This design comes from an exercise in tuning for small area and a short achievable clock period on the open sky130 flow, not from production work.
RTL that was checked went through simulation tests only; none was proved equivalent to the original.
Power figures rest on the tool's default switching activity, not on a simulated workload.

lagoon:
Design fpalu_top, start of the top module:
module fpalu_top (
	input  logic                 clk,
	input  logic                 rst,
	input  logic                 in_valid,
	input  fpalu_pkg::fpalu_op_t op,
	input  logic                 a_sgn,
	input  fpalu_pkg::exp_t      a_exp,
	input  fpalu_pkg::man_t      a_man,
	input  logic                 b_sgn,
	input  fpalu_pkg::exp_t      b_exp,
	input  fpalu_pkg::man_t      b_man,
	output logic                 out_valid,
	output logic                 y_sgn,
	output fpalu_pkg::exp_t      y_exp,
	output fpalu_pkg::man_t      y_man
);
	logic        a_lt_b, lt, mul;
	logic [5:0]  dab, dba;
	logic        nz_a, nz_b;
	logic [10:0] sb;
	logic [5:0]  one, two, neg;
	exp_lt u_lt (
		.a (a_exp),
		.b (b_exp),
		.lt(a_lt_b)
	);
	always_comb begin
		mul = (op == fpalu_pkg::OP_MUL);
		lt = a_lt_b & ~mul;
		dab = a_exp - b_exp;
		dba = b_exp - a_exp;
		nz_a = (a_exp[4:0] != '0);
		nz_b = (b_exp[4:0] != '0);
		sb = {nz_b, b_man[9:0]};
	end
	booth_enc u_enc (
		.y  (sb),
		.one(one),
		.two(two),
		.neg(neg)
	);
	logic        v1, mul1, sl1, sr1;
	logic [5:0]  el1, d1;
	logic [21:0] ml1, mr1;
	always_ff @(posedge clk) begin
		v1 <= in_valid & ~rst;
		mul1 <= mul;
		sl1 <= lt ? b_sgn : a_sgn;
		sr1 <= lt ? a_sgn : b_sgn;
		d1 <= a_lt_b ? dba : dab;
		el1 <= lt ? b_exp : a_exp;
		if (mul) begin
			ml1 <= {6'({1'b0, a_exp[4:0]} + {1'b0, b_exp[4:0]} + 6'd3), 4'b0, nz_b, nz_a, a_man[9:0]};
			mr1 <= {4'b0, neg, two, one};
		end else begin
			ml1 <= lt ? b_man : a_man;
			mr1 <= lt ? a_man : b_man;
		end
	end
	logic [21:0] rsh;
	logic        lz, sub;
	logic [22:0] prod_s, prod_c;
	logic        pz, nz_r;
	logic [5:0]  pexp;
	operand_align u_align (
		.man(mr1),
		.d  (d1),
		.sh (rsh)
	);
	booth_mul u_mul (
		.m    (ml1[10:0]),
		.one  (mr1[5:0]),
		.two  (mr1[11:6]),
		.neg  (mr1[17:12]),
		.row_s(prod_s),
		.row_c(prod_c)
	);
	always_comb begin
		lz = (ml1 == '0);	 
  ...
Size: roughly 180 flip-flops, roughly 92 I/O pins.
==> module fpalu_top, before the edit <==
module fpalu_top (
	input  logic                 clk,
	input  logic                 rst,
	input  logic                 in_valid,
	input  fpalu_pkg::fpalu_op_t op,
	input  logic                 a_sgn,
	input  fpalu_pkg::exp_t      a_exp,
	input  fpalu_pkg::man_t      a_man,
	input  logic                 b_sgn,
	input  fpalu_pkg::exp_t      b_exp,
	input  fpalu_pkg::man_t      b_man,
	output logic                 out_valid,
	output logic                 y_sgn,
	output fpalu_pkg::exp_t      y_exp,
	output fpalu_pkg::man_t      y_man
);
	logic        a_lt_b, lt, mul;
	logic [5:0]  dab, dba;
	logic        nz_a, nz_b;
	logic [10:0] sb;
	logic [5:0]  one, two, neg;
	exp_lt u_lt (
		.a (a_exp),
		.b (b_exp),
		.lt(a_lt_b)
	);
	always_comb begin
		mul = (op == fpalu_pkg::OP_MUL);
		lt = a_lt_b & ~mul;
		dab = a_exp - b_exp;
		dba = b_exp - a_exp;
		nz_a = (a_exp[4:0] != '0);
		nz_b = (b_exp[4:0] != '0);
		sb = {nz_b, b_man[9:0]};
	end
	booth_enc u_enc (
		.y  (sb),
		.one(one),
		.two(two),
		.neg(neg)
	);
	logic        v1, mul1, sl1, sr1;
	logic [5:0]  el1, d1;
	logic [21:0] ml1, mr1;
	always_ff @(posedge clk) begin
		v1 <= in_valid & ~rst;
		mul1 <= mul;
		sl1 <= lt ? b_sgn : a_sgn;
		sr1 <= lt ? a_sgn : b_sgn;
		d1 <= a_lt_b ? dba : dab;
		el1 <= lt ? b_exp : a_exp;
		if (mul) begin
			ml1 <= {6'({1'b0, a_exp[4:0]} + {1'b0, b_exp[4:0]} + 6'd3), 4'b0, nz_b, nz_a, a_man[9:0]};
			mr1 <= {4'b0, neg, two, one};
		end else begin
			ml1 <= lt ? b_man : a_man;
			mr1 <= lt ? a_man : b_man;
		end
	end
	logic [21:0] rsh;
	logic        lz, sub;
	logic [22:0] prod_s, prod_c;
	logic        pz, nz_r;
	logic [5:0]  pexp;
	operand_align u_align (
		.man(mr1),
		.d  (d1),
		.sh (rsh)
	);
	booth_mul u_mul (
		.m    (ml1[10:0]),
		.one  (mr1[5:0]),
		.two  (mr1[11:6]),
		.neg  (mr1[17:12]),
		.row_s(prod_s),
		.row_c(prod_c)
	);
	always_comb begin
		lz = (ml1 == '0);	 
		sub = sl1 ^ sr1;
		nz_r = ml1[11];
		pz = (ml1[10:0] == '0) || (mr1[11:0] == '0);	 
		pexp = ml1[21:16] + (pz ? 6'd0 : 6'(!ml1[10]) + 6'(!nz_r));
	end
	logic        v2, sg2, byp2, ci2;
	logic [5:0]  e2;
	logic [22:0] x2, y2;
	always_ff @(posedge clk) begin
		v2 <= v1 & ~rst;
		if (mul1) begin
			x2 <= prod_s;
			y2 <= prod_c;
			ci2 <= 1'b0;
			e2 <= pexp;
			sg2 <= sub;
			byp2 <= 1'b0;
		end else if (lz) begin
			x2 <= {mr1, 1'b0};
			y2 <= '0;
			ci2 <= 1'b0;
			e2 <= el1 - d1;	 
			sg2 <= sr1;
			byp2 <= 1'b1;
		end else begin
			x2 <= {1'b0, ml1};
			y2 <= {1'b0, rsh} ^ {23{sub}};
			ci2 <= sub;
			e2 <= el1 + 6'd1;
			sg2 <= sl1;
			byp2 <= 1'b0;
		end
	end
	logic [23:0] sum;
	always_comb sum = {x2, ci2} + {y2, ci2};	 
	logic        v3, sg3, byp3;
	logic [5:0]  e3;
	logic [22:0] w3;
	always_ff @(posedge clk) begin
		v3 <= v2 & ~rst;
		w3 <= sum[23:1];
		e3 <= e2;
		sg3 <= sg2;
		byp3 <= byp2;
	end
	logic [4:0]  n, z;
	logic [21:0] nman;
	lzc23 u_lzc (
		.w(w3),
		.n(n)
	);
	always_comb z = byp3 ? 5'd0 : n;	 
	sum_normalize u_norm (
		.w  (w3),
		.z  (z),
		.man(nman)
	);
	always_ff @(posedge clk) begin
		out_valid <= v3 & ~rst;
		y_sgn <= sg3;
		y_exp <= e3 - 6'(z);
		y_man <= nman;
	end
endmodule
==> flow/config.mk <==
export PLATFORM = sky130hd
export DESIGN_NAME = fpalu_top
export DESIGN_NICKNAME = fpalu_top
export VERILOG_FILES = /design/flow/design.v
export SDC_FILE = /design/flow/constraint.sdc
export NUM_CORES = 4
export LEC_CHECK = 0
export CAP_MARGIN = 20
export CORE_MARGIN = 2
export CORE_UTILIZATION = 40
export SETUP_SLACK_MARGIN = 2.7
export SLEW_MARGIN = 20
==> flow/constraint.sdc <==
create_clock -name core_clock -period 5.5 [get_ports {clk}]
set_input_delay 1.1000 -clock core_clock [delete_from_list [all_inputs] [get_ports {clk}]]
set_output_delay 1.1000 -clock core_clock [all_outputs]
set_load 0.01 [all_outputs]
standard.sh (not shown) runs the stock make flow with config.mk's settings and CLKGATE_MAP_FILE= SYNTH_SCRIPT=/design/flow/synth_recipe.tcl, a recipe that flattens the netlist after the stock synthesis.
==> flow/flow/run.sh <==
#!/bin/bash
# Standard layout, with the port buffers made from plain buffers instead of
# the delay cells buffer_ports picks by default.
set -euo pipefail
cd "$(dirname "$0")/.."
bash standard.sh synth > synth.log 2>&1
bash standard.sh "BUFFER_PORTS_ARGS=-buffer_cell sky130_fd_sc_hd__buf_2" finish > layout.log 2>&1
#### Input delta (sierra over lagoon)
diff --git a/flow/design.v b/flow/design.v
--- a/flow/design.v
+++ b/flow/design.v
@@ -313,24 +313,17 @@
 			e2 <= pexp;
 			sg2 <= sub;
 			byp2 <= 1'b0;
-		end else if (lz) begin
-			x2 <= {mr1, 1'b0};
-			y2 <= '0;
-			ci2 <= 1'b0;
-			e2 <= el1 - d1;	 
-			sg2 <= sr1;
-			byp2 <= 1'b1;
 		end else begin
-			x2 <= {1'b0, ml1};
-			y2 <= {1'b0, rsh} ^ {23{sub}};
-			ci2 <= sub;
-			e2 <= el1 + 6'd1;
-			sg2 <= sl1;
-			byp2 <= 1'b0;
+			x2 <= {1'b0, ml1 | (mr1 & {22{lz}})};
+			y2 <= lz ? '0 : {1'b0, rsh};
+			ci2 <= sub & ~lz;	 
+			e2 <= lz ? el1 - d1 + 6'd1 : el1 + 6'd1;	 
+			sg2 <= lz ? sr1 : sl1;
+			byp2 <= lz;
 		end
 	end
 	logic [23:0] sum;
-	always_comb sum = {x2, ci2} + {y2, ci2};	 
+	always_comb sum = {x2, ci2} + {y2 ^ {23{ci2}}, ci2};	 
 	logic        v3, sg3, byp3;
 	logic [5:0]  e3;
 	logic [22:0] w3;
@@ -347,7 +340,7 @@
 		.w(w3),
 		.n(n)
 	);
-	always_comb z = byp3 ? 5'd0 : n;	 
+	always_comb z = byp3 ? 5'd1 : n;	 
 	sum_normalize u_norm (
 		.w  (w3),
 		.z  (z),
--- outcome ---
- Compared to lagoon, sierra has highest fanout seen on the critical path 3 lower.
- Final weighted congestion of routability-driven global placement: lagoon and sierra compared, higher one is lagoon
- Re post-route core utilization: lagoon was higher than sierra.
- In sierra the critical path depth turned out 1 higher than in lagoon.
- Going from lagoon to sierra, detailed-route wire length on metal 1 saw a decrease; power saw a decrease; sink count of the clock tree saw little to no change; clock transition at the registers of the reported paths saw little to no change; layout overhead on the synthesized area saw a decrease.
- Of lagoon and sierra, the lower worst setup slack belongs to lagoon.
Function not checked in lagoon: the RTL went through the layout flow alone.

==> static timing again, ports no longer ideal <==
How much do the figures lean on ideal ports? The routed layouts below were timed once more, with nothing changed but the port constraints.
Step 1 (the two cells are an assumption about what drives the block):
set clk [get_ports {clk}]
set_driving_cell -lib_cell sky130_fd_sc_hd__clkbuf_16 $clk
set_driving_cell -lib_cell sky130_fd_sc_hd__buf_2 [delete_from_list [all_inputs] $clk]
Step 2 times the ports against the registers' clock, not the clock port: input delays grow and output delays shrink by t, the midpoint of the rising clock arrivals with the driver on.
Slacks: ideal ports / drivers / drivers and shift; pairs: ideal ports / drivers.
run	t (ns)	setup slack, ns	worst setup path after step 2	worst register clock-pin slew, ns
lagoon	0.487	2.672 / 2.669 / 2.181	input to register	0.08 / 0.08
sierra	0.490	2.700 / 2.725 / 2.235	input to register	0.07 / 0.07
After both steps setup and hold are still met in every run listed. For lagoon, which loses most, drivers alone change the setup slack by -0.003 ns; drivers and shift together by -0.491 ns.
